This is an optimization exercise on Yosys and OpenROAD, whose aim is small area, a short achievable clock period and few clock cycles per item, not a production implementation. In this exercise RTL edits were held to simulation tests only and were not proved equivalent to the original. Power is estimated from default activity; no workload was simulated.

File: flow/run.sh
#!/bin/bash
# synth_recipe.tcl (not shown) runs the flow's synth.tcl, then flattens the netlist and writes it again
# the make line also repeats each setting of config.mk as NAME=value (left out here)
make -C /OpenROAD-flow-scripts/flow DESIGN_CONFIG=/design/flow/config.mk WORK_HOME=/design/flow/orfs CLKGATE_MAP_FILE= SYNTH_SCRIPT=/design/flow/synth_recipe.tcl finish
File: flow/config.mk
export PLATFORM = sky130hd
export DESIGN_NAME = inter_pred_top
export DESIGN_NICKNAME = inter_pred_top
export VERILOG_FILES = /design/flow/design.v
export SDC_FILE = /design/flow/constraint.sdc
export NUM_CORES = 4
export LEC_CHECK = 0
export CAP_MARGIN = 20
export CORE_MARGIN = 2
export CORE_UTILIZATION = 40
export CTS_CLUSTER_DIAMETER = 80
export CTS_CLUSTER_SIZE = 30
export SETUP_SLACK_MARGIN = 4.8
export SLEW_MARGIN = 20
File: flow/constraint.sdc
create_clock -name core_clock -period 8.0 [get_ports {clk}]
set_input_delay 1.6000 -clock core_clock [delete_from_list [all_inputs] [get_ports {clk}]]
set_output_delay 1.6000 -clock core_clock [all_outputs]
set_load 0.01 [all_outputs]
File: flow/design.v
`default_nettype none
package pred_pkg;
	localparam int PIX_W = 8;  
	localparam int BLK = 4;  
	localparam int WIN = BLK + 1;  
	localparam int FRAC_W = 3;  
	localparam int ROW_W = $clog2(BLK);  
	localparam int ADDR_W = 5;  
	localparam int H_W = PIX_W + FRAC_W;  
	localparam int STEPS = WIN;
	typedef logic [PIX_W-1:0] pixel_t;
	typedef logic [WIN*PIX_W-1:0] win_row_t;
	typedef logic [BLK*PIX_W-1:0] blk_row_t;
	typedef logic [BLK*H_W-1:0] h_row_t;
endpackage
`default_nettype wire
`timescale 1ns/10ps
`default_nettype none
module pred_fsm #(
	parameter int ADDR_W = pred_pkg::ADDR_W
) (
	input wire logic clk,
	input wire logic rst_i,
	input wire logic start_i,
	input wire logic [pred_pkg::FRAC_W-1:0] frac_x_i,
	input wire logic [pred_pkg::FRAC_W-1:0] frac_y_i,
	input wire logic [ADDR_W-1:0] blk_addr_i,
	input wire logic [7:0] pos_i,
	input wire logic phase_i,
	output logic early_o,
	output logic launch_o,
	output logic busy_o,
	output logic first_o,
	output logic [pred_pkg::FRAC_W-1:0] step_frac_x_o,
	output logic [pred_pkg::FRAC_W-1:0] vert_frac_y_o,
	output logic [ADDR_W-1:0] wr_blk_addr_o,
	output logic wr_early_o
);
	localparam int FW = pred_pkg::FRAC_W;
	logic pend_q;
	logic start_acc;
	logic stage_busy;
	logic stage_free_next;
	logic a0;
	logic bearly_q;
	logic wearly_q;
	logic take;
	logic [FW-1:0] pfx_q;
	logic [FW-1:0] pfy_q;
	logic [ADDR_W-1:0] paddr_q;
	logic [FW-1:0] bfx_q;
	logic [FW-1:0] bfy_q;
	logic [ADDR_W-1:0] baddr_q;
	logic [FW-1:0] vfy_q;
	logic [ADDR_W-1:0] waddr_q;
	assign start_acc = start_i && !pend_q;
	assign stage_busy = |pos_i[4:0];
	assign stage_free_next = !(|pos_i[3:0]);
	assign a0 = pend_q ? paddr_q[0] : blk_addr_i[0];
	assign early_o = start_acc && !stage_busy && (phase_i != blk_addr_i[0]);
	assign launch_o = (pend_q || start_acc) && !early_o && stage_free_next && (phase_i == a0);
	assign take = early_o || launch_o;
	assign busy_o = pend_q;
	assign first_o = pos_i[0] || early_o;
	always_ff @(posedge clk) begin
		if (rst_i) begin
			pend_q <= 1'b0;
		end else begin
			pend_q <= (pend_q || start_acc) && !early_o && !launch_o;
		end
	end
	always_ff @(posedge clk) begin
		if (start_acc) begin
			pfx_q <= frac_x_i;
			pfy_q <= frac_y_i;
			paddr_q <= blk_addr_i;
		end
	end
	always_ff @(posedge clk) begin
		if (take) begin
			bfx_q <= pend_q ? pfx_q : frac_x_i;
			bfy_q <= pend_q ? pfy_q : frac_y_i;
			baddr_q <= pend_q ? paddr_q : blk_addr_i;
			bearly_q <= early_o;
		end
	end
	always_ff @(posedge clk) begin
		if (pos_i[1]) begin
			vfy_q <= bfy_q;  
		end
		if (pos_i[3]) begin
			waddr_q <= baddr_q;  
			wearly_q <= bearly_q;
		end
	end
	assign step_frac_x_o = early_o ? frac_x_i : bfx_q;
	assign vert_frac_y_o = vfy_q;
	assign wr_blk_addr_o = waddr_q;
	assign wr_early_o = wearly_q;
endmodule
`default_nettype wire
`timescale 1ns/10ps
`default_nettype none
module pred_step_counter (
	input wire logic clk,
	input wire logic rst_i,
	input wire logic launch_i,  
	input wire logic early_i,  
	input wire logic wr_early_i,  
	output logic [7:0] pos_o,
	output logic wr_o,
	output logic [pred_pkg::ROW_W-1:0] wr_row_o,
	output logic done_o
);
	logic [7:0] pos_q;
	logic done_dly_q;
	assign pos_o = pos_q;
	assign wr_o = |pos_q[7:4];
	assign wr_row_o = {pos_q[6] | pos_q[7], pos_q[5] | pos_q[7]};
	always_ff @(posedge clk) begin
		if (rst_i) begin
			pos_q <= '0;
			done_o <= 1'b0;
			done_dly_q <= 1'b0;
		end else begin
			pos_q <= {pos_q[6:1], pos_q[0] | early_i, launch_i};
			done_o <= (pos_q[7] && !wr_early_i) || done_dly_q;
			done_dly_q <= pos_q[7] && wr_early_i;
		end
	end
endmodule
`default_nettype wire
`timescale 1ns/10ps
`default_nettype none
module ref_window (
	input wire logic clk,
	input wire logic row_wr_i,
	input wire logic [2:0] row_idx_i,
	input wire pred_pkg::win_row_t row_data_i,
	input wire logic first_i,
	output pred_pkg::win_row_t row_o
);
	localparam int WIN = pred_pkg::WIN;
	pred_pkg::win_row_t rows [WIN];
	pred_pkg::win_row_t copy [1:WIN-1];
	always_ff @(posedge clk) begin
		for (int i = 0; i < WIN; i++) begin
			if (row_wr_i && (row_idx_i == 3'(i))) begin
				rows[i] <= row_data_i;
			end
		end
	end
	always_ff @(posedge clk) begin
		for (int i = 1; i < WIN-1; i++) begin
			copy[i] <= first_i ? rows[i] : copy[i+1];
		end
		copy[WIN-1] <= rows[WIN-1];  
	end
	assign row_o = first_i ? rows[0] : copy[1];
endmodule
`default_nettype wire
`timescale 1ns/10ps
`default_nettype none
module bilinear_interp (
	input wire logic clk,
	input wire logic [pred_pkg::FRAC_W-1:0] frac_x_i,
	input wire logic [pred_pkg::FRAC_W-1:0] frac_y_i,
	input wire pred_pkg::win_row_t row_i,
	output pred_pkg::blk_row_t wr_pix_o
);
	localparam int PW = pred_pkg::PIX_W;
	localparam int BLK = pred_pkg::BLK;
	localparam int HW = pred_pkg::H_W;
	localparam int VW = HW + 3;
	function automatic logic [2*VW-1:0] csa(input logic [VW-1:0] x, input logic [VW-1:0] y,
		input logic [VW-1:0] z);
		logic [VW-1:0] maj;
		maj = (x & y) | (x & z) | (y & z);
		csa = {maj << 1, x ^ y ^ z};
	endfunction
	logic [HW-1:0] hs_q [BLK];
	logic [HW-1:0] hc_q [BLK];
	logic [HW-1:0] h_q [BLK];  
	logic [HW-1:0] h_p [BLK];  
	logic [PW-1:0] vs_q [BLK];
	logic [PW-1:0] vc_q [BLK];
	logic vcin_q [BLK];
	always_ff @(posedge clk) begin
		for (int c = 0; c < BLK; c++) begin
			logic [PW-1:0] a;
			logic [PW-1:0] b;
			logic [VW-1:0] t [4];
			logic [2*VW-1:0] l1;
			logic [2*VW-1:0] l2;
			logic [6:0] lo;
			a = row_i[c*PW +: PW];
			b = row_i[(c+1)*PW +: PW];
			t[0] = VW'(a);
			t[1] = VW'(frac_x_i[0] ? b : a);
			t[2] = (VW'(frac_x_i[1] ? b : a) << 1) | VW'(1);
			t[3] = (VW'(frac_x_i[2] ? b : a) << 2) | VW'(3);
			l1 = csa(t[0], t[1], t[2]);
			l2 = csa(l1[VW-1:0], l1[2*VW-1:VW], t[3]);
			hs_q[c] <= l2[HW-1:0];
			hc_q[c] <= l2[VW +: HW];
			h_q[c] <= hs_q[c] + hc_q[c];
			h_p[c] <= h_q[c];
			t[0] = VW'(h_p[c]);
			t[1] = VW'(frac_y_i[0] ? h_q[c] : h_p[c]);
			t[2] = VW'(frac_y_i[1] ? h_q[c] : h_p[c]) << 1;
			t[3] = VW'(frac_y_i[2] ? h_q[c] : h_p[c]) << 2;
			l1 = csa(t[0], t[1], t[2]);
			l2 = csa(l1[VW-1:0], l1[2*VW-1:VW], t[3]);
			lo = 7'(l2[5:0]) + 7'(l2[VW +: 6]);
			vs_q[c] <= l2[6 +: PW];
			vc_q[c] <= l2[VW+6 +: PW];
			vcin_q[c] <= lo[6];
		end
	end
	always_comb begin
		for (int c = 0; c < BLK; c++) begin
			wr_pix_o[c*PW +: PW] = vs_q[c] + vc_q[c] + PW'(vcin_q[c]);
		end
	end
endmodule
`default_nettype wire
`timescale 1ns/10ps
`default_nettype none
module pred_out_store #(
	parameter int ADDR_W = pred_pkg::ADDR_W
) (
	input wire logic clk,
	input wire logic wr_i,
	input wire logic [pred_pkg::ROW_W-1:0] wr_row_i,
	input wire logic [ADDR_W-1:0] wr_blk_addr_i,
	input wire pred_pkg::blk_row_t wr_pix_i,
	input wire logic [ADDR_W-1:0] rd_addr_i,
	output logic phase_o,
	output logic [pred_pkg::BLK*pred_pkg::BLK*pred_pkg::PIX_W-1:0] pred_o
);
	localparam int BLK = pred_pkg::BLK;
	localparam int RW = pred_pkg::ROW_W;
	localparam int NP = 1 << (ADDR_W - 1);
	localparam int BW = BLK*BLK*pred_pkg::PIX_W;
	localparam int ROWB = BLK*pred_pkg::PIX_W;
	logic phase_q;
	logic [BW-1:0] slot_x [NP];
	logic [BW-1:0] slot_y [NP];
	logic [NP-1:0] sel_x;
	logic [NP-1:0] sel_y;
	logic [BW-1:0] rd_data;
	always_ff @(posedge clk) begin
		phase_q <= ~phase_q;
	end
	assign phase_o = phase_q;
	for (genvar m = 0; m < NP; m++) begin : g_pair
		for (genvar r = 0; r < BLK; r++) begin : g_row
			logic ins;
			assign ins = wr_i && (wr_row_i == RW'(r)) && (wr_blk_addr_i[ADDR_W-1:1] == (ADDR_W-1)'(m));
			if (r % 2 == 0) begin : g_even
				always_ff @(posedge clk) begin
					slot_x[m][r*ROWB +: ROWB] <= ins ? wr_pix_i : slot_y[m][r*ROWB +: ROWB];
					slot_y[m][r*ROWB +: ROWB] <= slot_x[m][r*ROWB +: ROWB];
				end
			end else begin : g_odd
				always_ff @(posedge clk) begin
					slot_x[m][r*ROWB +: ROWB] <= slot_y[m][r*ROWB +: ROWB];
					slot_y[m][r*ROWB +: ROWB] <= ins ? wr_pix_i : slot_x[m][r*ROWB +: ROWB];
				end
			end
		end
		assign sel_x[m] = (rd_addr_i[ADDR_W-1:1] == (ADDR_W-1)'(m)) && (rd_addr_i[0] == phase_q);
		assign sel_y[m] = (rd_addr_i[ADDR_W-1:1] == (ADDR_W-1)'(m)) && (rd_addr_i[0] != phase_q);
	end
	always_comb begin
		rd_data = '0;
		for (int m = 0; m < NP; m++) begin
			rd_data = rd_data | ({BW{sel_x[m]}} & slot_x[m]) | ({BW{sel_y[m]}} & slot_y[m]);
		end
	end
	logic [BW-1:0] pred_n_q;
	always_ff @(posedge clk) begin
		pred_n_q <= ~rd_data;
	end
	assign pred_o = ~pred_n_q;
endmodule
`default_nettype wire
`timescale 1ns/10ps
`default_nettype none
module inter_pred_top #(
	parameter int ADDR_W = pred_pkg::ADDR_W
) (
	input wire logic clk,
	input wire logic rst_i,
	input wire logic ref_row_wr_i,
	input wire logic [2:0] ref_row_idx_i,
	input wire pred_pkg::win_row_t ref_row_i,
	input wire logic start_i,
	input wire logic [ADDR_W-1:0] blk_addr_i,
	input wire logic [pred_pkg::FRAC_W-1:0] frac_x_i,
	input wire logic [pred_pkg::FRAC_W-1:0] frac_y_i,
	output logic busy_o,
	output logic done_o,
	input wire logic [ADDR_W-1:0] rd_addr_i,
	output logic [pred_pkg::BLK*pred_pkg::BLK*pred_pkg::PIX_W-1:0] pred_o
);
	logic launch;
	logic early;
	logic first;
	logic [7:0] pos;
	logic phase;
	logic wr_early;
	pred_pkg::win_row_t row;
	logic [pred_pkg::FRAC_W-1:0] step_frac_x;
	logic [pred_pkg::FRAC_W-1:0] vert_frac_y;
	logic wr;
	logic [pred_pkg::ROW_W-1:0] wr_row;
	logic [ADDR_W-1:0] wr_blk_addr;
	pred_pkg::blk_row_t wr_pix;
	pred_fsm #(.ADDR_W(ADDR_W)) u_fsm (
		.clk(clk),
		.rst_i(rst_i),
		.start_i(start_i),
		.frac_x_i(frac_x_i),
		.frac_y_i(frac_y_i),
		.blk_addr_i(blk_addr_i),
		.pos_i(pos),
		.phase_i(phase),
		.early_o(early),
		.launch_o(launch),
		.busy_o(busy_o),
		.first_o(first),
		.step_frac_x_o(step_frac_x),
		.vert_frac_y_o(vert_frac_y),
		.wr_blk_addr_o(wr_blk_addr),
		.wr_early_o(wr_early)
	);
	pred_step_counter u_counter (
		.clk(clk),
		.rst_i(rst_i),
		.launch_i(launch),
		.early_i(early),
		.wr_early_i(wr_early),
		.pos_o(pos),
		.wr_o(wr),
		.wr_row_o(wr_row),
		.done_o(done_o)
	);
	ref_window u_window (
		.clk(clk),
		.row_wr_i(ref_row_wr_i),
		.row_idx_i(ref_row_idx_i),
		.row_data_i(ref_row_i),
		.first_i(first),
		.row_o(row)
	);
	bilinear_interp u_interp (
		.clk(clk),
		.frac_x_i(step_frac_x),
		.frac_y_i(vert_frac_y),
		.row_i(row),
		.wr_pix_o(wr_pix)
	);
	pred_out_store #(.ADDR_W(ADDR_W)) u_store (
		.clk(clk),
		.wr_i(wr),
		.wr_row_i(wr_row),
		.wr_blk_addr_i(wr_blk_addr),
		.wr_pix_i(wr_pix),
		.rd_addr_i(rd_addr_i),
		.phase_o(phase),
		.pred_o(pred_o)
	);
endmodule
`default_nettype wire
==> flow_summary_export.csv, run 1 <==
group,metric,value,unit
outcome,status,"finished clean",
detailed_routing,wirelength,620,mm
critical_path,crit_path_start_kind,"primary input",
layout,final_cell_mix,"4493 x dfxtp_1, 2228 x nand2_1, 1861 x o21ai_0, 1772 x a22oi_1, 414 x and3_1",
layout,final_cells,19600,
synth,synthCells,14600,
die,die_area,396000,um2
global_route,grt_pass1_vias,110000,
critical_path,worstPathArrival,4.24,ns
detailed_routing,vias,118000,
detailed_routing,dr.pass1.iters,7,
timing,maxSlewHeadroom,0.215,
global_route,antenna_found_initial,56,
timing,hold_viol,0,
timing,layout_worst_path_cycle_share,0.423,
synth,synthMuxAreaShare,0.0293,
placement,place_area,164000,um2
detailed_routing,drtAntennaViolNets,0,
placement,port_buffers,192,
synth,synth-simple-area-share,0.107,
cts,h-tree-depth,4,
timing,finalWorstSetupSlack,4.62,ns
synth,synth_top_family_by_area,"compound AO/OA/AOI/OAI gates",
cts,cts_made_buffers,193,
flow_run,drv_cap,0,
worst_hold_path,min_path_type,"flop to flop",
placement,hpwlAfterDp,323,mm
die,coreArea,389000,um2
synth,ys_types,58,
synth,synthAdderAreaFrac,0.0253,
die,die_w,629,um
synth,synth_edf_count,230,
timing,fmax,0.296,GHz
synth,syn_avg_cell_area,10.7,um2
synth,synth_nets,14900,
pwr,intPower,0.0335,W
placement,numPlacedInstances,19000,
pwr,power,0.0516,W
critical_path,required,8.86,ns
pwr,seq_power_share,0.509,
synth,ys_async_sr_fraction,0,
layout,nNetsFinal,14600,
timing,rsz0062_at_grt,"true",
global_route,grt_max_degree,85,
critical_path,path_max_fanout,66,
placement,preCtsSetupSlack,2.18,ns
die,io_pins,193,
synth,synth_compound_area_frac,0.163,
global_route,overflow,0,
die,initial_core_util,0.402,
die,die_y,629,um
detailed_routing,wl_per_cell,31.6,um
timing,finalSetupTns,0,ns
global_route,track_usage,0.300,
timing,setup_viol,0,
pwr,power_leakage,66.6,nW
detailed_routing,vias_per_cell,6.02,
pwr,peakVddDrop,0.873,mV
timing,tightest_slew,1.18,ns
detailed_routing,drt_iter0_drc,17100,
pwr,p_switching,0.0181,W
cts,clkSlewWorstSetupHoldPaths,0.12,ns
synth,yosysWarnings,20,
pwr,power.density,298,nW/um2
critical_path,end_kind,"flop",
cts,clock-sinks,4850,
die,rows,229,
timing,maxSlewViolCount,0,
synth,synth_area,156000,um2
layout,drive_gt1_frac,0.130,
global_route,grt_first_pass_wirelength,856,mm
layout,final_common_cell,"dfxtp_1",
synth,ys_seq_elements,4850,
cts,tritoncts,"built",
synth,yosysSeqAreaShare,0.635,
layout,n_fill_cell,36600,
cts,insertion_delay,1.06,ns
placement,gp_congestion,0.860,
synth,ys.flop_type,"dfxtp_1",
layout,final_area,173000,um2
pwr,pwr-share-comb,0.247,
pwr,clockPowerShare,0.244,
detailed_routing,drc,0,
synth,synth-xor-area-share,0.00246,
critical_path,worst-setup-path-type,"primary input to flop",
cts,clockBufferDepth,4,
cts,cts_root_buffer,"clkbuf_16",
pwr,switching_share,0.351,
layout,area_growth,10.8,%
timing,skew,0.154,ns
timing,period_needed,3.38,ns
registers in the layout, summed over array words and instances (netlist names), 5 cells and up:
signal / count
u_interp.hs_q: 40
u_window.rows: 200
u_store.slot_y: 2048
u_interp.vs_q: 28
u_interp.vc_q: 28
u_interp.h_q: 44
u_interp.h_p: 44
u_fsm.paddr_q: 5
u_window.copy: 160
u_store.slot_x: 2048
u_interp.hc_q: 36
u_counter.pos_q: 8
u_store.pred_n_q: 128
routing by layer:
metal / wire length (um) / GRT usage
met1: 245000 / 0.394
met2: 270000 / 0.464
met3: 65400 / 0.0584
met4: 39100 / 0.165
met5: 143 / 0
per-stage QoR:
step | utilization | hold WS [ns]
4_1_cts | 0.444 | 0.261
6_report | 0.445 | 0.248
3_5_place_dp | 0.421 | 0.312
5_1_grt | 0.445 | 0.266
3_3_place_gp | 0.421 | 0.313
2_1_floorplan | - | 0.310
power by group through the flow:
stage          combinational (W)  sequential [W]  clock [W]
6_report                  0.0127          0.0263     0.0126
4_1_cts                   0.0124          0.0263     0.0126
3_5_place_dp              0.0121          0.0268          0
2_1_floorplan            0.00735          0.0266          0
3_3_place_gp              0.0120          0.0268          0
5_1_grt                   0.0137          0.0264     0.0134
timing repair:
item,CTS,global route
setup endpoints to repair,485,272
buffers inserted,158,9
cloned,55,5
pin swaps,79,25
hold buffers,0,0
resized for setup,1198,102
worst paths after layout:
path                    startpoint                endpoint  slack (ns)  depth (start not counted)
min reg2reg  u_store.slot_y[6][38]   u_store.slot_x[6][38]        0.25                          0
max reg2reg       u_fsm.waddr_q[1]  u_store.slot_x[15][65]        4.74                          5
min          u_store.slot_y[6][38]   u_store.slot_x[6][38]        0.25                          0
max                   rd_addr_i[4]    u_store.pred_n_q[45]        4.62                          8
area by class of cell:
class                           instances  area [um2]  share of cell area
Timing Repair Buffer                  615        6630              0.0383
Sequential cell                      4850       99800               0.576
Tap cell                             5197        6500              0.0375
Clock buffer                          214        5040              0.0291
Antenna cell                           60         150            0.000866
Clock inverter                         39         553             0.00319
Inverter                              262        1020             0.00588
Multi-Input combinational cell       8347       53700               0.310
logic make-up after synthesis:
group	count (synthesis)
AOI/OAI and AO/OA	3964
adders and majority gates	228
buffers and inverters	1435
and+or+nand+nor	3660
xor gates and xnor gates	44
DFF	4850
muxes	410
synthesized netlist by cell type, drive strengths merged (5+ instances only):
master	instances	area (um2)
a22oi	1772	13300
nor2b	28	175
nor2	82	308
inv	262	983
o21a	18	135
nor4b	5	68.8
or2	26	163
xor2	10	87.6
nor3	17	85.1
edfxtp	230	6910
o31ai	5	37.5
nor4	132	872
a21oi	115	576
nand2b	8	50.1
a2111oi	139	1700
xnor2	34	298
and2	67	419
a21o	7	52.6
mux2i	25	250
and3	415	2600
nand3	144	721
fa	148	2960
dfxtp	4620	92500
nand2	2339	8780
o21ai	1878	9400
ha	80	1000
nor4bb	5	56.3
buf	228	1350
nand4	378	2360
clkbuf	945	3550
mux2	385	4340
critical path, stage by stage:
cell and delay [ns]:
buf_4 0.35, and4b_2 0.37, buf_6 0.43, and2_4 0.29, buf_16 0.43, a22oi_1 0.21
nand4_1 0.16, nor4_1 0.06
Testbench counts, summed over its fixed seeds: cycles 1,608, blocks 256.
==> run 2: changes to the inputs <==
--- a/flow/design.v
+++ b/flow/design.v
@@ -63,3 +63,3 @@
 	assign busy_o = pend_q;
-	assign first_o = pos_i[0] || early_o;
+	assign first_o = pos_i[0] || !stage_busy;
 	always_ff @(posedge clk) begin
@@ -95,3 +95,3 @@
 	end
-	assign step_frac_x_o = early_o ? frac_x_i : bfx_q;
+	assign step_frac_x_o = stage_busy ? bfx_q : frac_x_i;
 	assign vert_frac_y_o = vfy_q;
--- a/flow/config.mk
+++ b/flow/config.mk
@@ -12,3 +12,3 @@
 export CTS_CLUSTER_SIZE = 30
-export SETUP_SLACK_MARGIN = 4.8
+export SETUP_SLACK_MARGIN = 4.7
 export SLEW_MARGIN = 20
==> flow_summary_export.csv, run 2 <==
group,metric,value,unit
die,die_y,629,um
synth,synthCells,14100,
worst_hold_path,min_path_type,"flop to flop",
detailed_routing,vias_per_cell,6.02,
critical_path,crit_path_start_kind,"primary input",
critical_path,required,8.92,ns
synth,ys.flop_type,"dfxtp_1",
timing,skew,0.106,ns
placement,numPlacedInstances,18600,
synth,synth_edf_count,230,
synth,ys_async_sr_fraction,0,
synth,ys_types,56,
cts,clkSlewWorstSetupHoldPaths,0.12,ns
layout,area_growth,9.83,%
synth,synth-xor-area-share,0.00247,
layout,final_common_cell,"dfxtp_1",
die,die_area,395000,um2
global_route,antenna_found_initial,60,
synth,synth_most_common_cell,"dfxtp_1",
placement,port_buffers,192,
die,io_pins,193,
timing,maxSlewHeadroom,0.137,
global_route,track_usage,0.293,
critical_path,worst-setup-path-type,"primary input to flop",
synth,netlist_top_cells_count,"4620 x dfxtp_1, 1889 x nand2_1, 1832 x o21ai_0",
cts,insertion_delay,1.04,ns
timing,finalSetupTns,0,ns
die,die_w,629,um
detailed_routing,drc,0,
layout,top_regs,"u_store.slot_x x2048, u_store.slot_y x2048, u_window.rows x200",
detailed_routing,vias,115000,
cts,cts-hold-fix-buffers,0,
synth,synthMuxAreaShare,0.0452,
flow_run,drv_cap,0,
critical_path,worstPathArrival,4.29,ns
synth,synth_nets,14400,
detailed_routing,dr.pass1.iters,12,
global_route,grt_first_pass_wirelength,836,mm
layout,final_cells,19100,
outcome,status,"finished clean",
synth,yosysWarnings,20,
timing,maxSlewViolCount,0,
cts,cts_root_buffer,"clkbuf_16",
synth,synth_area,156000,um2
timing,fmax,0.297,GHz
synth,ys_seq_elements,4850,
detailed_routing,drtAntennaViolNets,0,
cts,cts_made_buffers,191,
placement,hpwlAfterDp,316,mm
global_route,grt_max_degree,65,
synth,synth_top_cell_by_area,"dfxtp_1",
timing,period_needed,3.37,ns
pwr,peakVddDrop,0.903,mV
layout,drive_gt1_frac,0.123,
cts,clockBufferDepth,4,
detailed_routing,wirelength,603,mm
synth,yosysSeqAreaShare,0.637,
layout,final_cell_mix,"4503 x dfxtp_1, 1832 x o21ai_0, 1825 x nand2_1, 1784 x a22oi_1, 530 x mux2_2",
pwr,power_leakage,65.1,nW
timing,hold_viol,0,
global_route,overflow,0,
global_route,grt_pass1_vias,108000,
critical_path,end_kind,"flop",
die,coreArea,389000,um2
synth,synth_top_family_by_area,"compound AO/OA/AOI/OAI gates",
synth,yosysTopAreaCellShare,0.592,
timing,tightest_slew,1.29,ns
critical_path,path_max_fanout,20,
die,initial_core_util,0.402,
timing,setup_viol,0,
layout,nNetsFinal,14000,
synth,syn_avg_cell_area,11.1,um2
detailed_routing,wl_per_cell,31.6,um
timing,layout_worst_path_cycle_share,0.421,
synth,synth-simple-area-share,0.0931,
cts,clock-sinks,4850,
synth,synthAdderAreaFrac,0.0254,
pwr,power.density,306,nW/um2
timing,rsz0062_at_grt,"false",
die,rows,229,
synth,synth_compound_area_frac,0.160,
synth,synthTopCellsByArea,"dfxtp_1 59%, a22oi_1 8.6%, o21ai_0 5.9%",
detailed_routing,drt_iter0_drc,18100,
cts,h-tree-depth,4,
placement,gp_congestion,0.849,
cts,tritoncts,"built",
[run 2: per-stage QoR]
stage	area (um2)	utilization	setup slack (ns)	hold slack (ns)	power, W
floorplan	156000	-	4.52	0.310	0.0341
global placement	163000	0.420	2.27	0.314	0.0398
detailed placement	163000	0.420	2.21	0.313	0.0398
CTS	171000	0.439	4.69	0.279	0.0522
global route	171000	0.441	4.69	0.284	0.0541
finish	171000	0.441	4.63	0.269	0.0525
[run 2: layer usage]
metal / up-vias / GRT usage / wire length [um]
li1: 49200 / - / -
met2: 7383 / 0.451 / 261000
met3: 1611 / 0.0539 / 65300
met4: 8 / 0.152 / 35200
met5: - / 0 / 47
met1: 56600 / 0.393 / 241000
[run 2: repair_timing]
item	4_1_cts	5_1_grt
setup endpoints to repair	463	224
pin swaps	36	8
gates resized for setup	779	63
gates cloned	46	1
buffers inserted	99	7
[run 2: worst paths after layout]
path	depth (start not counted)	endpoint	slack (ns)	startpoint
setup / recovery	7	u_store.pred_n_q[17]	4.63	rd_addr_i[2]
hold / removal	0	u_store.slot_x[7][99]	0.27	u_store.slot_y[7][99]
setup reg to reg	5	u_store.slot_x[13][9]	4.73	u_fsm.waddr_q[1]
hold reg to reg	0	u_store.slot_x[7][99]	0.27	u_store.slot_y[7][99]
[run 2: cell type report]
| class | count | area, um2 |
|---|---|---|
| fillers | 36400 | 217000 |
| flip-flops and latches | 4850 | 99800 |
| multi-input cells | 7874 | 52800 |
| well taps | 5197 | 6500 |
| repair buffers | 558 | 5640 |
| clock buffers | 223 | 5040 |
| inverters | 261 | 1010 |
| clock inverters | 35 | 472 |
| diodes | 82 | 205 |
[run 2: power by group]
part	internal [W]	total [W]	leakage, nW	switching [W]
Sequential	0.0256	0.0263	39.5	0.000661
Clock	0.00473	0.0125	2.68	0.00776
Combinational	0.00316	0.0137	23.0	0.0105
Total	0.0335	0.0525	65.1	0.0190
[run 2: worst max-delay path, stage by stage]
cell and delay (ns):
clkbuf_4 0.32, nor4bb_4 0.64, buf_4 0.25, and2_2 1.01
a22oi_1 0.20, nand4_1 0.17, nor4_1 0.06
[run 2: cells by family after synthesis]
| family | after synthesis |
|---|---|
| flip-flops | 4850 |
| AO/OA/AOI/OAI | 3828 |
| AND/OR/NAND/NOR | 3098 |
| buffers and inverters | 1410 |
| multiplexers | 638 |
| adder cells (fa/ha/maj) | 228 |
| XOR/XNOR | 44 |
Testbench counts of run 2, summed over its fixed seeds: cycles 1,608, blocks 256.
==> run 3: changes to the inputs <==
--- a/flow/design.v
+++ b/flow/design.v
@@ -280,7 +280,5 @@
 	end
-	logic [BW-1:0] pred_n_q;
 	always_ff @(posedge clk) begin
-		pred_n_q <= ~rd_data;
+		pred_o <= rd_data;  
 	end
-	assign pred_o = ~pred_n_q;
 endmodule
==> flow_summary_export.csv, run 3 <==
group,metric,value,unit
cts,clockBufferDepth,4,
timing,rsz0062_at_grt,"true",
timing,period_needed,3.55,ns
synth,ys.flop_type,"dfxtp_1",
critical_path,r2r-end,"u_store.pred_o[94]",
timing,finalWorstSetupSlack,4.45,ns
synth,synthTopCellsByArea,"dfxtp_1 60%, a22oi_1 8.9%, o21ai_0 5.9%",
timing,hold_viol,0,
cts,cts_made_buffers,193,
synth,synth_nets,14200,
critical_path,crit_path_cell_trace,"buf_6 > xor2_4 > buf_12 > buf_4 > and2_4 > buf_12 > a2111oi_2 > nand3_1 > or4_1",
layout,area_growth,11.5,%
critical_path,max_stage_delay,0.61,ns
synth,ys_types,54,
synth,synth_most_common_cell,"dfxtp_1",
synth,synth_area,155000,um2
worst_hold_path,min_path_type,"flop to flop",
critical_path,crit_path_start_kind,"primary input",
pwr,peakVddDrop,0.699,mV
detailed_routing,wl_per_cell,32.2,um
critical_path,required,8.93,ns
timing,skew,0.139,ns
critical_path,worst-setup-path-type,"primary input to flop",
detailed_routing,vias,113000,
die,die_w,626,um
synth,synth-xor-area-share,0.00249,
synth,yosysTopAreaCellShare,0.598,
die,coreArea,385000,um2
synth,synth-simple-area-share,0.0909,
critical_path,path_max_fanout,68,
placement,hpwlAfterDp,316,mm
critical_path,worstPathArrival,4.48,ns
die,rows,228,
synth,synth_top_family_by_area,"compound AO/OA/AOI/OAI gates",
cts,cts-hold-fix-buffers,0,
synth,synth_top_cell_by_area,"dfxtp_1",
cts,h-tree-depth,4,
placement,port_buffers,192,
synth,synthAdderAreaFrac,0.0256,
global_route,antenna_found_initial,59,
timing,layout_worst_path_cycle_share,0.444,
cts,insertion_delay,1.04,ns
die,io_pins,193,
worst_hold_path,min_delay_path_depth,0,
layout,final_cell_mix,"4510 x dfxtp_1, 1832 x o21ai_0, 1825 x nand2_1, 1643 x a22oi_1, 490 x mux2_2",
global_route,track_usage,0.298,
die,die_area,392000,um2
timing,finalHoldWorstSlack,0.227,ns
synth,yosysSeqAreaShare,0.642,
timing,setup_viol,0,
flow_run,drv_cap,0,
timing,tightest_slew,1.26,ns
critical_path,crit_path_top_delay_cell,"a2111oi_2",
timing,maxSlewHeadroom,0.163,
detailed_routing,drc,0,
critical_path,cp_common_cell,"buf_12",
critical_path,r2r_slack,4.69,ns
detailed_routing,vias_per_cell,6.02,
pwr,power.density,302,nW/um2
synth,syn_avg_cell_area,11.1,um2
layout,nNetsFinal,13800,
critical_path,worstReg2RegStart,"u_store.phase_q",
critical_path,reg2reg_depth,8,
worst_hold_path,holdPathEnd,"u_store.slot_y[0][24]",
cts,tritoncts,"built",
layout,final_common_cell,"dfxtp_1",
detailed_routing,drtAntennaViolNets,0,
die,initial_core_util,0.401,
timing,maxSlewViolCount,0,
synth,netlist_top_cells_count,"4620 x dfxtp_1, 1889 x nand2_1, 1844 x a22oi_1",
detailed_routing,drt_iter0_drc,16200,
timing,finalSetupTns,0,ns
cts,cts_root_buffer,"clkbuf_16",
synth,yosysWarnings,20,
layout,drive_gt1_frac,0.140,
global_route,overflow,0,
critical_path,end_kind,"flop",
cts,clkSlewWorstSetupHoldPaths,0.12,ns
detailed_routing,dr.pass1.iters,6,
outcome,status,"finished clean",
global_route,grt_first_pass_wirelength,837,mm
global_route,grt_pass1_vias,107000,
critical_path,timing.critical_path.buf_inv,4,
die,die_y,626,um
detailed_routing,wirelength,606,mm
layout,top_regs,"u_store.slot_x x2048, u_store.slot_y x2048, u_window.rows x200",
timing,fmax,0.281,GHz
placement,preCtsSetupSlack,2.08,ns
synth,synthMuxAreaShare,0.0456,
cts,clock-sinks,4850,
worst_hold_path,min-delay-start,"u_store.slot_x[0][24]",
pwr,power_leakage,64.4,nW
synth,ys_async_sr_fraction,0,
placement,gp_congestion,0.851,
synth,synthCells,13900,
critical_path,cp_top_family,"simple AND/OR/NAND/NOR gates",
synth,synth_edf_count,230,
synth,ys_seq_elements,4850,
synth,synth_compound_area_frac,0.160,
global_route,grt_max_degree,74,
[run 3: repair_timing]
action | CTS | global route
setup buffers | 75 | 32
gates cloned | 44 | 5
pin swaps | 34 | 16
gates resized for setup | 661 | 40
endpoints found under the setup margin | 444 | 189
hold endpoints to repair | 0 | 0
[run 3: per-layer routing]
metal  share of wire  vias up  GRT usage  wire length [um]
met5         0.00032        -          0               195
met4           0.057       18      0.147             34300
met3            0.11     1572     0.0600             65600
met2            0.44     7067      0.464            265000
met1            0.40    56000      0.395            241000
li1                -    48700          -                 -
[run 3: worst register-to-register path, cell delays in order, from the launching register on]
cell	delay [ns]
dfxtp_4	0.57
xor2_4	0.23
buf_12	0.19
buf_4	0.22
and2_4	0.25
buf_12	0.25
a2111oi_2	0.92
nand3_1	0.11
or4_1	0.53
[run 3: worst max-delay path by stage]
stage / startpoint / to / slack, ns / depth (start not counted)
after global routing: rd_addr_i[0] / u_store.pred_o[94] / 4.53 / 9
final: rd_addr_i[0] / u_store.pred_o[94] / 4.45 / 9
after CTS: rd_addr_i[1] / u_store.pred_o[9] / 4.70 / 8
after floorplan: frac_x_i[1] / u_interp.hs_q[3][6] / 4.50 / 6
after global placement: rd_addr_i[1] / u_store.pred_o[65] / 2.11 / 7
after detailed placement: rd_addr_i[0] / u_store.pred_o[76] / 2.08 / 8
[run 3: cell type report]
cell class                      instances  area [um2]
Inverter                              133         499
Clock buffer                          220        5030
Fill cell                           35800      213000
Timing Repair Buffer                  543        5710
Multi-Input combinational cell       7808       54400
Clock inverter                         43         581
Sequential cell                      4850       99800
Tap cell                             5175        6470
Antenna cell                           54         135
[run 3: power breakdown]
group | total, W | internal, W | switching [W]
clock network | 0.0126 | 0.00474 | 0.00786
registers | 0.0263 | 0.0256 | 0.000676
logic | 0.0133 | 0.00312 | 0.0102
total | 0.0522 | 0.0335 | 0.0187
[run 3: logic make-up (layout without fill, tap and decap cells)]
| group | count (synthesis) | count (layout) |
|---|---|---|
| adders and majority gates | 228 | 228 |
| xor gates and xnor gates | 44 | 45 |
| other | 0 | 54 |
| AOI/OAI and AO/OA | 3858 | 3858 |
| buffers and inverters | 1268 | 939 |
| and+or+nand+nor | 3008 | 3039 |
| DFF | 4850 | 4850 |
| muxes | 638 | 638 |
[run 3: stage by stage]
stage                util  std cells  cell area (um2)  total power, W
CTS                 0.446      18700           172000          0.0519
global placement    0.426      18400           164000          0.0396
floorplan               -      13900           159000          0.0342
global route        0.447      18800           172000          0.0540
finish              0.448      18800           173000          0.0522
detailed placement  0.426      18400           164000          0.0397
Testbench counts of run 3, summed over its fixed seeds: cycles 1,608, blocks 256.
==> run 4: changes to the inputs <==
--- a/flow/config.mk
+++ b/flow/config.mk
@@ -12,3 +12,3 @@
 export CTS_CLUSTER_SIZE = 30
-export SETUP_SLACK_MARGIN = 4.7
+export SETUP_SLACK_MARGIN = 4.8
 export SLEW_MARGIN = 20
==> flow_summary_export.csv, run 4 <==
group,metric,value,unit
outcome,status,"finished clean",
cts,clockBufferDepth,4,
layout,area_growth,12.2,%
critical_path,worst-setup-path-type,"flop to flop",
detailed_routing,vias_per_cell,6.03,
critical_path,worstPathArrival,4.28,ns
die,die_y,626,um
synth,ys_async_sr_fraction,0,
die,die_w,626,um
global_route,grt_max_degree,65,
global_route,grt_pass1_vias,107000,
detailed_routing,wirelength,610,mm
cts,cts_made_buffers,195,
placement,place_area,165000,um2
global_route,grt_first_pass_wirelength,840,mm
detailed_routing,drc,0,
synth,synth_most_common_cell,"dfxtp_1",
timing,period_needed,3.41,ns
timing,rsz0062_at_grt,"true",
timing,hold_viol,0,
synth,synth_nets,14200,
synth,syn_avg_cell_area,11.1,um2
timing,fmax,0.294,GHz
timing,tightest_slew,1.30,ns
global_route,overflow,0,
synth,synth_area,155000,um2
detailed_routing,vias,114000,
critical_path,end_kind,"flop",
cts,insertion_delay,1.02,ns
synth,yosysTopAreaCellShare,0.598,
critical_path,r2r_slack,4.59,ns
layout,top_regs,"u_store.slot_x x2048, u_store.slot_y x2048, u_window.rows x200",
synth,yosysSeqAreaShare,0.642,
synth,ys_types,54,
synth,synthCells,13900,
cts,h-tree-depth,4,
die,coreArea,385000,um2
worst_hold_path,min_path_type,"flop to flop",
flow_run,drv_cap,0,
worst_hold_path,min_delay_path_depth,0,
synth,synth_edf_count,230,
cts,clkSlewWorstSetupHoldPaths,0.12,ns
timing,skew,0.0968,ns
cts,cts_root_buffer,"clkbuf_16",
critical_path,path_max_fanout,35,
pwr,power.density,302,nW/um2
timing,layout_worst_path_cycle_share,0.426,
timing,finalSetupTns,0,ns
detailed_routing,dr.pass1.iters,9,
critical_path,crit_path_start_kind,"flop",
synth,yosysWarnings,20,
die,rows,228,
layout,final_common_cell,"dfxtp_1",
layout,final_cell_mix,"4498 x dfxtp_1, 1832 x o21ai_0, 1825 x nand2_1, 1601 x a22oi_1, 488 x mux2_2",
pwr,power_leakage,64.8,nW
cts,clock-sinks,4850,
critical_path,required,8.87,ns
timing,maxSlewViolCount,0,
pwr,power,0.0524,W
critical_path,reg2reg_depth,5,
cts,tritoncts,"built",
pwr,peakVddDrop,0.595,mV
placement,hpwlAfterDp,318,mm
detailed_routing,wl_per_cell,32.3,um
die,initial_core_util,0.401,
synth,synth_top_cell_by_area,"dfxtp_1",
synth,synthTopCellsByArea,"dfxtp_1 60%, a22oi_1 8.9%, o21ai_0 5.9%",
detailed_routing,drt_iter0_drc,16700,
synth,netlist_top_cells_count,"4620 x dfxtp_1, 1889 x nand2_1, 1844 x a22oi_1",
layout,nNetsFinal,13900,
timing,maxSlewHeadroom,0.130,
layout,final_area,174000,um2
timing,setup_viol,0,
synth,ys_seq_elements,4850,
synth,ys.flop_type,"dfxtp_1",
detailed_routing,drtAntennaViolNets,0,
placement,port_buffers,192,
placement,gp_congestion,0.843,
layout,drive_gt1_frac,0.152,
timing,finalHoldWorstSlack,0.267,ns
layout,n_fill_cell,35600,
die,die_area,392000,um2
die,io_pins,193,
global_route,antenna_found_initial,48,
global_route,track_usage,0.299,
-- run 4: cell counts after synthesis --
Identical to the previous run, type by type.
-- run 4: metrics by stage --
step | std cells | worst slack, ns | utilization
floorplan | 13900 | 4.49 | -
global placement | 18400 | 1.71 | 0.427
detailed placement | 18400 | 1.96 | 0.427
CTS | 18800 | 4.73 | 0.448
global route | 18800 | 4.64 | 0.450
finish | 18800 | 4.59 | 0.450
-- run 4: report_power, final --
group / internal, W / total (W) / switching (W)
Sequential: 0.0256 / 0.0263 / 0.000676
Clock: 0.00477 / 0.0127 / 0.00788
Combinational: 0.00326 / 0.0134 / 0.0102
Total: 0.0336 / 0.0524 / 0.0187
-- run 4: worst max-delay path, cell delays in order, from the launching register on --
cell	delay, ns
edfxtp_1	0.85
nand2_1	0.32
nor2_2	0.51
nand2_4	0.56
buf_4	0.53
mux2_2	0.39
-- run 4: layout make-up --
cell class                 instances  area, um2  share of cell area
clock buffer                     221       5090              0.0293
sequential                      4850      99800               0.575
multi-input combinational       7811      54900               0.316
timing repair buffer             592       6150              0.0354
antenna                           23       57.6            0.000332
inverter                         133        499             0.00288
clock inverter                    40        637             0.00367
tap                             5175       6470              0.0373
-- run 4: kinds of logic (layout without fill, tap and decap cells) --
kind of cell / Yosys count / after routing / share of synthesized area
adder cells (fa/ha/maj): 228 / 228 / 0.0256
other: 0 / 23 / 0
buffers and inverters: 1268 / 986 / 0.0329
XOR/XNOR: 44 / 45 / 0.00249
multiplexers: 638 / 638 / 0.0456
AND/OR/NAND/NOR: 3008 / 3042 / 0.0909
AO/OA/AOI/OAI: 3858 / 3858 / 0.160
flip-flops: 4850 / 4850 / 0.642
-- run 4: metal layers --
layer,track usage,vias to the layer above,share of wire
met5,0,-,0.00022
met2,0.460,6893,0.43
li1,-,48800,-
met4,0.162,20,0.065
met1,0.400,56300,0.40
met3,0.0544,1541,0.11
-- run 4: repair_timing --
action / CTS / global route
pin swaps: 38 / 9
gates cloned: 43 / 8
hold endpoints to repair: 0 / 0
setup endpoints to repair: 675 / 617
hold buffers: 0 / 0
gates resized for setup: 918 / 79
setup buffers: 105 / 35
-- run 4: worst paths after layout --
kind	start	to
max	u_fsm.waddr_q[4]	u_store.slot_x[13][1]
min	u_store.slot_x[13][24]	u_store.slot_y[13][24]
max reg2reg	u_fsm.waddr_q[4]	u_store.slot_x[13][1]
min reg2reg	u_store.slot_x[13][24]	u_store.slot_y[13][24]
==> run 5: changes to the inputs <==
--- a/flow/design.v
+++ b/flow/design.v
@@ -27,3 +27,3 @@
 	input wire logic [ADDR_W-1:0] blk_addr_i,
-	input wire logic [7:0] pos_i,
+	input wire logic [8:0] pos_i,
 	input wire logic phase_i,
@@ -35,3 +35,3 @@
 	output logic [pred_pkg::FRAC_W-1:0] vert_frac_y_o,
-	output logic [ADDR_W-1:0] wr_blk_addr_o,
+	output logic [(1 << (ADDR_W-1))-1:0] wr_pair_o,
 	output logic wr_early_o
@@ -54,3 +54,3 @@
 	logic [FW-1:0] vfy_q;
-	logic [ADDR_W-1:0] waddr_q;
+	logic [(1 << (ADDR_W-1))-1:0] wpair_q;
 	assign start_acc = start_i && !pend_q;
@@ -59,4 +59,4 @@
 	assign a0 = pend_q ? paddr_q[0] : blk_addr_i[0];
-	assign early_o = start_acc && !stage_busy && (phase_i != blk_addr_i[0]);
-	assign launch_o = (pend_q || start_acc) && !early_o && stage_free_next && (phase_i == a0);
+	assign early_o = start_acc && !stage_busy && (phase_i == blk_addr_i[0]);
+	assign launch_o = (pend_q || start_acc) && !early_o && stage_free_next && (phase_i != a0);
 	assign take = early_o || launch_o;
@@ -90,4 +90,4 @@
 		end
-		if (pos_i[3]) begin
-			waddr_q <= baddr_q;  
+		if (pos_i[4]) begin
+			wpair_q <= (1 << (ADDR_W-1))'(1) << baddr_q[ADDR_W-1:1];
 			wearly_q <= bearly_q;
@@ -97,3 +97,3 @@
 	assign vert_frac_y_o = vfy_q;
-	assign wr_blk_addr_o = waddr_q;
+	assign wr_pair_o = wpair_q;
 	assign wr_early_o = wearly_q;
@@ -109,12 +109,10 @@
 	input wire logic wr_early_i,  
-	output logic [7:0] pos_o,
-	output logic wr_o,
-	output logic [pred_pkg::ROW_W-1:0] wr_row_o,
+	output logic [8:0] pos_o,
+	output logic [pred_pkg::BLK-1:0] wr_rows_o,  
 	output logic done_o
 );
-	logic [7:0] pos_q;
+	logic [8:0] pos_q;
 	logic done_dly_q;
 	assign pos_o = pos_q;
-	assign wr_o = |pos_q[7:4];
-	assign wr_row_o = {pos_q[6] | pos_q[7], pos_q[5] | pos_q[7]};
+	assign wr_rows_o = pos_q[8:5];
 	always_ff @(posedge clk) begin
@@ -125,5 +123,5 @@
 		end else begin
-			pos_q <= {pos_q[6:1], pos_q[0] | early_i, launch_i};
-			done_o <= (pos_q[7] && !wr_early_i) || done_dly_q;
-			done_dly_q <= pos_q[7] && wr_early_i;
+			pos_q <= {pos_q[7:1], pos_q[0] | early_i, launch_i};
+			done_o <= (pos_q[8] && !wr_early_i) || done_dly_q;
+			done_dly_q <= pos_q[8] && wr_early_i;
 		end
@@ -219,7 +217,9 @@
 	end
-	always_comb begin
+	pred_pkg::blk_row_t pix_n_q;
+	always_ff @(posedge clk) begin
 		for (int c = 0; c < BLK; c++) begin
-			wr_pix_o[c*PW +: PW] = vs_q[c] + vc_q[c] + PW'(vcin_q[c]);
+			pix_n_q[c*PW +: PW] <= ~(vs_q[c] + vc_q[c] + PW'(vcin_q[c]));
 		end
 	end
+	assign wr_pix_o = ~pix_n_q;
 endmodule
@@ -232,5 +232,4 @@
 	input wire logic clk,
-	input wire logic wr_i,
-	input wire logic [pred_pkg::ROW_W-1:0] wr_row_i,
-	input wire logic [ADDR_W-1:0] wr_blk_addr_i,
+	input wire logic [pred_pkg::BLK-1:0] wr_rows_i,  
+	input wire logic [(1 << (ADDR_W-1))-1:0] wr_pair_i,  
 	input wire pred_pkg::blk_row_t wr_pix_i,
@@ -241,3 +240,2 @@
 	localparam int BLK = pred_pkg::BLK;
-	localparam int RW = pred_pkg::ROW_W;
 	localparam int NP = 1 << (ADDR_W - 1);
@@ -258,3 +256,3 @@
 			logic ins;
-			assign ins = wr_i && (wr_row_i == RW'(r)) && (wr_blk_addr_i[ADDR_W-1:1] == (ADDR_W-1)'(m));
+			assign ins = wr_rows_i[r] && wr_pair_i[m];
 			if (r % 2 == 0) begin : g_even
@@ -307,3 +305,3 @@
 	logic first;
-	logic [7:0] pos;
+	logic [8:0] pos;
 	logic phase;
@@ -313,5 +311,4 @@
 	logic [pred_pkg::FRAC_W-1:0] vert_frac_y;
-	logic wr;
-	logic [pred_pkg::ROW_W-1:0] wr_row;
-	logic [ADDR_W-1:0] wr_blk_addr;
+	logic [pred_pkg::BLK-1:0] wr_rows;
+	logic [(1 << (ADDR_W-1))-1:0] wr_pair;
 	pred_pkg::blk_row_t wr_pix;
@@ -332,3 +329,3 @@
 		.vert_frac_y_o(vert_frac_y),
-		.wr_blk_addr_o(wr_blk_addr),
+		.wr_pair_o(wr_pair),
 		.wr_early_o(wr_early)
@@ -342,4 +339,3 @@
 		.pos_o(pos),
-		.wr_o(wr),
-		.wr_row_o(wr_row),
+		.wr_rows_o(wr_rows),
 		.done_o(done_o)
@@ -363,5 +359,4 @@
 		.clk(clk),
-		.wr_i(wr),
-		.wr_row_i(wr_row),
-		.wr_blk_addr_i(wr_blk_addr),
+		.wr_rows_i(wr_rows),
+		.wr_pair_i(wr_pair),
 		.wr_pix_i(wr_pix),
--- a/flow/config.mk
+++ b/flow/config.mk
@@ -12,3 +12,3 @@
 export CTS_CLUSTER_SIZE = 30
-export SETUP_SLACK_MARGIN = 4.8
+export SETUP_SLACK_MARGIN = 4.7
 export SLEW_MARGIN = 20
==> flow_summary_export.csv, run 5 <==
group,metric,value,unit
die,die_y,629,um
synth,yosysTopAreaCellShare,0.596,
timing,rsz0062_at_grt,"false",
timing,tightest_slew,1.28,ns
detailed_routing,wl_per_cell,30.5,um
layout,drive_gt1_frac,0.103,
pwr,seq_power_share,0.571,
layout,nNetsFinal,14100,
synth,synth-xor-area-share,0.00274,
synth,ys_types,58,
placement,hpwlAfterDp,296,mm
die,io_pins,193,
layout,area_growth,10.1,%
worst_hold_path,min-delay-start,"u_store.slot_x[0][73]",
cts,clkSlewWorstSetupHoldPaths,0.12,ns
flow_run,drv_cap,0,
layout,final_cell_mix,"4522 x dfxtp_1, 1737 x a22oi_1, 1580 x nor2_1, 1568 x a21oi_1, 557 x o21ai_0",
layout,final_common_cell,"dfxtp_1",
synth,yosysSeqAreaShare,0.642,
worst_hold_path,min_delay_path_depth,0,
synth,synthCells,14300,
synth,synth_area,156000,um2
outcome,status,"finished clean",
detailed_routing,drtAntennaViolNets,0,
timing,layout_worst_path_cycle_share,0.429,
timing,setup_viol,0,
global_route,grt_pass1_vias,108000,
critical_path,r2r-end,"u_store.pred_o[126]",
placement,port_buffers,192,
synth,synthTopCellsByArea,"dfxtp_1 60%, a22oi_1 8.6%, a21oi_1 5.0%",
synth,synth_compound_area_frac,0.167,
synth,ys_seq_elements,4895,
timing,finalSetupTns,0,ns
pwr,power.density,282,nW/um2
critical_path,required,8.88,ns
placement,gp_congestion,0.833,
synth,ys.flop_type,"dfxtp_1",
timing,finalHoldWorstSlack,0.233,ns
worst_hold_path,min_path_type,"flop to flop",
die,initial_core_util,0.402,
synth,syn_avg_cell_area,10.9,um2
pwr,peakVddDrop,0.283,mV
pwr,clockPowerShare,0.265,
die,rows,229,
timing,period_needed,3.43,ns
synth,synthAdderAreaFrac,0.0254,
placement,numPlacedInstances,18700,
global_route,overflow,0,
synth,synth_edf_count,242,
synth,netlist_top_cells_count,"4653 x dfxtp_1, 1789 x a22oi_1, 1583 x nor2_1",
critical_path,crit_path_start_kind,"primary input",
detailed_routing,vias,115000,
die,coreArea,389000,um2
timing,maxSlewViolCount,0,
critical_path,worstReg2RegStart,"u_store.phase_q",
timing,maxSlewHeadroom,0.150,
critical_path,worst-setup-path-type,"primary input to flop",
detailed_routing,vias_per_cell,5.99,
cts,insertion_delay,1.01,ns
pwr,pwr-share-comb,0.165,
layout,top_regs,"u_store.slot_x x2048, u_store.slot_y x2048, u_window.rows x200",
worst_hold_path,holdPathEnd,"u_store.slot_y[0][73]",
layout,final_cells,19200,
detailed_routing,wirelength,585,mm
cts,h-tree-depth,4,
die,die_w,629,um
detailed_routing,drc,0,
critical_path,path_max_fanout,37,
synth,synth-simple-area-share,0.0997,
detailed_routing,drt_iter0_drc,16500,
pwr,switching_share,0.293,
synth,synth_most_common_cell,"dfxtp_1",
synth,synth_top_cell_by_area,"dfxtp_1",
die,die_area,396000,um2
synth,yosysWarnings,20,
global_route,antenna_found_initial,53,
timing,fmax,0.292,GHz
synth,synthMuxAreaShare,0.0267,
timing,skew,0.123,ns
cts,clock-sinks,4895,
critical_path,r2r_slack,4.81,ns
cts,clockBufferDepth,4,
global_route,grt_max_degree,73,
detailed_routing,dr.pass1.iters,6,
cts,cts_made_buffers,198,
timing,hold_viol,0,
synth,synth_top_family_by_area,"compound AO/OA/AOI/OAI gates",
synth,synth_nets,14600,
cts,cts_root_buffer,"clkbuf_16",
synth,ys_async_sr_fraction,0,
critical_path,reg2reg_depth,8,
global_route,track_usage,0.283,
pwr,intPower,0.0344,W
critical_path,worstPathArrival,4.31,ns
global_route,grt_first_pass_wirelength,816,mm
critical_path,end_kind,"flop",
cts,tritoncts,"built",
pwr,p_switching,0.0142,W
pwr,power_leakage,65.4,nW
-- run 5: logic make-up (layout without fill, tap and decap cells) --
kind of cell / after synthesis / after routing
DFF: 4895 / 4895
other: 0 / 64
AOI/OAI and AO/OA: 4087 / 4087
muxes: 383 / 383
adders and majority gates: 228 / 228
xor gates and xnor gates: 48 / 48
and+or+nand+nor: 3338 / 3368
buffers and inverters: 1355 / 913
-- run 5: area by class of cell --
cell class,count,area (um2)
inverters,141,529
multi-input cells,8114,53000
repair buffers,501,5340
clock buffers,220,5160
well taps,5197,6500
flip-flops and latches,4895,101000
clock inverters,51,758
fillers,36500,217000
diodes,64,160
-- run 5: stage by stage --
| stage | utilization | setup slack, ns | power [W] | cell area (um2) |
|---|---|---|---|---|
| floorplan | - | 4.52 | 0.0333 | 159000 |
| global placement | 0.421 | 2.31 | 0.0360 | 164000 |
| detailed placement | 0.421 | 2.24 | 0.0361 | 164000 |
| CTS | 0.442 | 4.70 | 0.0486 | 172000 |
| global route | 0.442 | 4.70 | 0.0506 | 172000 |
| finish | 0.443 | 4.57 | 0.0486 | 172000 |
-- run 5: power by group through the flow --
stage          registers [W]  clock network (W)  logic, W
6_report              0.0277             0.0129   0.00800
3_3_place_gp          0.0282                  0   0.00773
4_1_cts               0.0277             0.0130   0.00797
5_1_grt               0.0279             0.0138   0.00888
3_5_place_dp          0.0282                  0   0.00784
2_1_floorplan         0.0278                  0   0.00551
-- run 5: worst max-delay path by stage --
stage,end,cells after the start,from,slack [ns]
6_report,u_store.pred_o[81],8,rd_addr_i[3],4.57
5_1_grt,u_store.pred_o[17],8,rd_addr_i[3],4.70
4_1_cts,u_store.pred_o[74],8,rd_addr_i[2],4.70
3_5_place_dp,u_store.pred_o[38],8,rd_addr_i[3],2.24
3_3_place_gp,u_store.pred_o[38],8,rd_addr_i[3],2.31
2_1_floorplan,u_interp.hs_q[0][2],6,frac_x_i[1],4.52
-- run 5: critical path, cell delays in order --
cell and delay [ns]:
buf_4 0.25, and4bb_4 0.30, buf_6 0.24, and2_4 0.32, buf_16 0.22, a2111oi_4 0.45, nand3_1 0.10, or4_1 0.52
-- run 5: layer usage --
metal	global-route usage	share of wire	up-vias
li1	-	-	49800
met1	0.385	0.41	56800
met2	0.443	0.44	6969
met3	0.0502	0.11	1313
met4	0.120	0.048	16
met5	0	0.00018	-
-- run 5: timing repair --
action,in CTS,in global routing
hold buffers,0,0
endpoints found under the setup margin,334,114
setup buffers,93,2
pin swaps,28,3
gates resized for setup,549,27
cloned,41,1
Testbench counts of run 5, summed over its fixed seeds: cycles 1,616, blocks 256.
==> run 6: changes to the inputs <==
--- a/flow/design.v
+++ b/flow/design.v
@@ -27,3 +27,3 @@
 	input wire logic [ADDR_W-1:0] blk_addr_i,
-	input wire logic [8:0] pos_i,
+	input wire logic [7:0] pos_i,
 	input wire logic phase_i,
@@ -59,4 +59,4 @@
 	assign a0 = pend_q ? paddr_q[0] : blk_addr_i[0];
-	assign early_o = start_acc && !stage_busy && (phase_i == blk_addr_i[0]);
-	assign launch_o = (pend_q || start_acc) && !early_o && stage_free_next && (phase_i != a0);
+	assign early_o = start_acc && !stage_busy && (phase_i != blk_addr_i[0]);
+	assign launch_o = (pend_q || start_acc) && !early_o && stage_free_next && (phase_i == a0);
 	assign take = early_o || launch_o;
@@ -90,3 +90,3 @@
 		end
-		if (pos_i[4]) begin
+		if (pos_i[3]) begin
 			wpair_q <= (1 << (ADDR_W-1))'(1) << baddr_q[ADDR_W-1:1];
@@ -109,3 +109,3 @@
 	input wire logic wr_early_i,  
-	output logic [8:0] pos_o,
+	output logic [7:0] pos_o,
 	output logic [pred_pkg::BLK-1:0] wr_rows_o,  
@@ -113,6 +113,6 @@
 );
-	logic [8:0] pos_q;
+	logic [7:0] pos_q;
 	logic done_dly_q;
 	assign pos_o = pos_q;
-	assign wr_rows_o = pos_q[8:5];
+	assign wr_rows_o = pos_q[7:4];
 	always_ff @(posedge clk) begin
@@ -123,5 +123,5 @@
 		end else begin
-			pos_q <= {pos_q[7:1], pos_q[0] | early_i, launch_i};
-			done_o <= (pos_q[8] && !wr_early_i) || done_dly_q;
-			done_dly_q <= pos_q[8] && wr_early_i;
+			pos_q <= {pos_q[6:1], pos_q[0] | early_i, launch_i};
+			done_o <= (pos_q[7] && !wr_early_i) || done_dly_q;
+			done_dly_q <= pos_q[7] && wr_early_i;
 		end
@@ -182,5 +182,3 @@
 	logic [HW-1:0] h_p [BLK];  
-	logic [PW-1:0] vs_q [BLK];
-	logic [PW-1:0] vc_q [BLK];
-	logic vcin_q [BLK];
+	pred_pkg::blk_row_t pix_n_q;
 	always_ff @(posedge clk) begin
@@ -192,3 +190,3 @@
 			logic [2*VW-1:0] l2;
-			logic [6:0] lo;
+			logic [VW-1:0] sum;
 			a = row_i[c*PW +: PW];
@@ -211,12 +209,4 @@
 			l2 = csa(l1[VW-1:0], l1[2*VW-1:VW], t[3]);
-			lo = 7'(l2[5:0]) + 7'(l2[VW +: 6]);
-			vs_q[c] <= l2[6 +: PW];
-			vc_q[c] <= l2[VW+6 +: PW];
-			vcin_q[c] <= lo[6];
-		end
-	end
-	pred_pkg::blk_row_t pix_n_q;
-	always_ff @(posedge clk) begin
-		for (int c = 0; c < BLK; c++) begin
-			pix_n_q[c*PW +: PW] <= ~(vs_q[c] + vc_q[c] + PW'(vcin_q[c]));
+			sum = l2[VW-1:0] + l2[2*VW-1:VW];
+			pix_n_q[c*PW +: PW] <= ~sum[6 +: PW];
 		end
@@ -305,3 +295,3 @@
 	logic first;
-	logic [8:0] pos;
+	logic [7:0] pos;
 	logic phase;
==> flow_summary_export.csv, run 6 <==
group,metric,value,unit
timing,maxSlewHeadroom,0.188,
timing,setup_viol,0,
worst_hold_path,min_path_type,"flop to flop",
synth,synthTopCellsByArea,"dfxtp_1 60%, a22oi_1 9.6%, a21oi_1 5.1%",
placement,hpwlAfterDp,278,mm
critical_path,required,8.93,ns
worst_hold_path,holdPathEnd,"u_store.slot_x[1][50]",
synth,yosysWarnings,17,
detailed_routing,drtAntennaViolNets,0,
cts,tritoncts,"built",
die,die_y,621,um
die,rows,226,
layout,area_growth,9.70,%
detailed_routing,wirelength,533,mm
synth,synth_area,152000,um2
global_route,track_usage,0.263,
layout,multi_input_area,49600,um2
synth,yosysSeqAreaShare,0.651,
pwr,power_leakage,62.2,nW
synth,synth_top_cell_by_area,"dfxtp_1",
cts,h-tree-depth,4,
cts,cts_made_buffers,194,
detailed_routing,dr.pass1.iters,6,
cts,cts_root_buffer,"clkbuf_16",
cts,clock-sinks,4834,
die,die_area,386000,um2
layout,final_cell_mix,"4452 x dfxtp_1, 1946 x a22oi_1, 1673 x nor2_1, 1556 x a21oi_1, 626 x nand2_1",
critical_path,reg2reg_depth,15,
timing,rsz0062_at_grt,"true",
synth,synth_nets,14300,
flow_run,drv_cap,0,
detailed_routing,vias_per_cell,5.84,
detailed_routing,wl_per_cell,28.5,um
die,coreArea,379000,um2
critical_path,worstSetupStartpoint,"u_fsm.vfy_q[0]",
pwr,peakVddDrop,0.419,mV
cts,cts-hold-fix-buffers,0,
synth,synthCells,14000,
synth,synth_edf_count,242,
cts,insertion_delay,1.01,ns
synth,ys_types,54,
critical_path,path_max_fanout,5,
die,die_w,621,um
outcome,status,"finished clean",
critical_path,worst-setup-path-type,"flop to flop",
global_route,grt_pass1_vias,104000,
pwr,power.density,320,nW/um2
detailed_routing,drc,0,
pwr,power,0.0536,W
global_route,grt_max_degree,89,
timing,layout_worst_path_cycle_share,0.467,
worst_hold_path,min-delay-start,"u_store.slot_y[1][50]",
critical_path,crit_path_start_kind,"flop",
critical_path,worstPathArrival,4.66,ns
detailed_routing,drt_iter0_drc,14000,
timing,skew,0.115,ns
synth,synth_most_common_cell,"dfxtp_1",
synth,netlist_top_cells_count,"4592 x dfxtp_1, 1946 x a22oi_1, 1676 x nor2_1",
critical_path,r2r-end,"u_interp.pix_n_q[13]",
layout,n_fill_cell,35500,
layout,final_common_cell,"dfxtp_1",
global_route,overflow,0,
timing,fmax,0.268,GHz
critical_path,end_kind,"flop",
synth,ys_async_sr_fraction,0,
layout,regArea,99600,um2
worst_hold_path,min_delay_path_depth,0,
timing,maxSlewViolCount,0,
cts,clockBufferDepth,4,
synth,yosysTopAreaCellShare,0.603,
synth,ys_seq_elements,4834,
timing,period_needed,3.73,ns
global_route,grt_first_pass_wirelength,754,mm
placement,gp_congestion,0.816,
layout,drive_gt1_frac,0.0914,
synth,ys.flop_type,"dfxtp_1",
global_route,antenna_found_initial,28,
cts,clkSlewWorstSetupHoldPaths,0.11,ns
critical_path,worstReg2RegStart,"u_fsm.vfy_q[0]",
critical_path,r2r_slack,4.27,ns
detailed_routing,vias,109000,
layout,nNetsFinal,13900,
synth,syn_avg_cell_area,10.9,um2
timing,finalSetupTns,0,ns
die,io_pins,193,
layout,top_regs,"u_store.slot_x x2048, u_store.slot_y x2048, u_window.rows x200",
die,initial_core_util,0.402,
timing,tightest_slew,1.22,ns
placement,port_buffers,192,
timing,hold_viol,0,
## run 6: changes by cell type in the layout (fill, tap and decap cells not counted), sizes merged, moves of 63 or more
| cell | previous run | this run |
|---|---|---|
| a22oi | 1789 | 1946 |
| nand2 | 560 | 644 |
| nand4 | 388 | 451 |
| a2111oi | 131 | 1 |
| nor2 | 1584 | 1677 |
| and3 | 386 | 1 |
| nand3 | 132 | 51 |
## run 6: final cells by class
class,count,share of cell area
diodes,14,0.000209
clock buffers,224,0.0304
clock inverters,42,0.00400
inverters,119,0.00267
multi-input cells,7929,0.297
flip-flops and latches,4834,0.595
well taps,5016,0.0375
repair buffers,514,0.0329
## run 6: worst max path at each step
stage                      endpoint  depth (start not counted)
2_1_floorplan   u_interp.hs_q[0][7]                          6
3_3_place_gp    u_store.pred_o[114]                          9
3_5_place_dp      u_store.pred_o[6]                          8
4_1_cts         u_interp.pix_n_q[4]                         12
5_1_grt         u_interp.pix_n_q[4]                         12
6_report       u_interp.pix_n_q[13]                         15
## run 6: repair_timing
action | CTS | global route
resized for setup | 663 | 59
setup buffers | 67 | 20
gates cloned | 16 | 3
endpoints found under the hold margin | 0 | 0
endpoints found under the setup margin | 380 | 83
pin swaps | 32 | 31
## run 6: power breakdown
part / internal [W] / switching (W)
Clock: 0.00477 / 0.00779
Sequential: 0.0265 / 0.00160
Combinational: 0.00547 / 0.00742
Total: 0.0367 / 0.0168
## run 6: critical path, stage by stage, from the launching register on
cell,delay (ns)
edfxtp_1,0.43
buf_12,0.17
buf_12,0.13
buf_16,0.12
mux2_2,0.28
fa_1,0.51
fa_1,0.46
ha_4,0.30
nand4b_1,0.15
o32ai_4,0.31
o211ai_1,0.14
buf_4,0.17
buf_4,0.13
buf_4,0.12
o21ai_2,0.11
xnor2_1,0.12
## run 6: stage by stage
stage	util	hold slack, ns	setup slack (ns)	area [um2]	instances
after floorplan	-	0.310	4.45	153000	14000
after global placement	0.419	0.310	2.67	159000	18300
after detailed placement	0.419	0.312	2.63	159000	18300
after CTS	0.440	0.279	4.27	167000	18700
after global routing	0.441	0.295	4.14	167000	18700
final	0.441	0.287	4.27	167000	18700
## run 6: kinds of logic after synthesis
| kind of cell | after synthesis | synth area share |
|---|---|---|
| buffers and inverters | 1282 | 0.0324 |
| AOI/OAI and AO/OA | 4202 | 0.174 |
| DFF | 4834 | 0.651 |
| adders and majority gates | 224 | 0.0253 |
| muxes | 380 | 0.0272 |
| and+or+nand+nor | 3069 | 0.0877 |
| xor gates and xnor gates | 53 | 0.00314 |
## run 6: metal layers
metal,up-vias,GRT usage,wire length (um)
met2,5364,0.418,238000
met4,14,0.0800,18100
met5,-,0,91
met3,860,0.0329,46200
li1,48700,-,-
met1,54200,0.374,231000
Testbench counts of run 6, summed over its fixed seeds: cycles 1,608, blocks 256.

==> re-timing with driven ports <==
The flow's constraints put no driver on any port. The routed layouts listed below were extracted and timed again, unchanged, in two steps.
Step 1 sets driving cells, clkbuf_16 on the clock port and buf_2 on the other inputs (assumed; they add their load-dependent delay and slew).
Step 2 moves the port delays by t, midway between the first and last clock arrival at a register: inputs arrive t later, outputs are due t later. That takes back most of the time a late clock gives input paths.
a / b / c = ideal ports / drivers / drivers and shift; a / b = the first two.
run | shift t [ns] | setup WS [ns] | worst data-port slew with drivers (ns) | pins driven straight from the clock port
run 1 | 1.103 | 4.619 / 4.579 / 3.497 | 0.16 | 1
run 2 | 1.065 | 4.632 / 4.613 / 3.548 | 0.11 | 1
run 3 | 1.071 | 4.445 / 4.524 / 3.453 | 0.23 | 1
run 4 | 1.071 | 4.594 / 4.594 / 3.654 | 0.09 | 1
run 5 | 1.059 | 4.571 / 4.518 / 3.459 | 0.16 | 1
run 6 | 1.064 | 4.267 / 4.267 / 3.572 | 0.15 | 1
After both steps setup and hold are still met in every run listed. The setup slack of run 1, which loses most, moves by -0.040 ns with the drivers and by -1.122 ns with both steps.
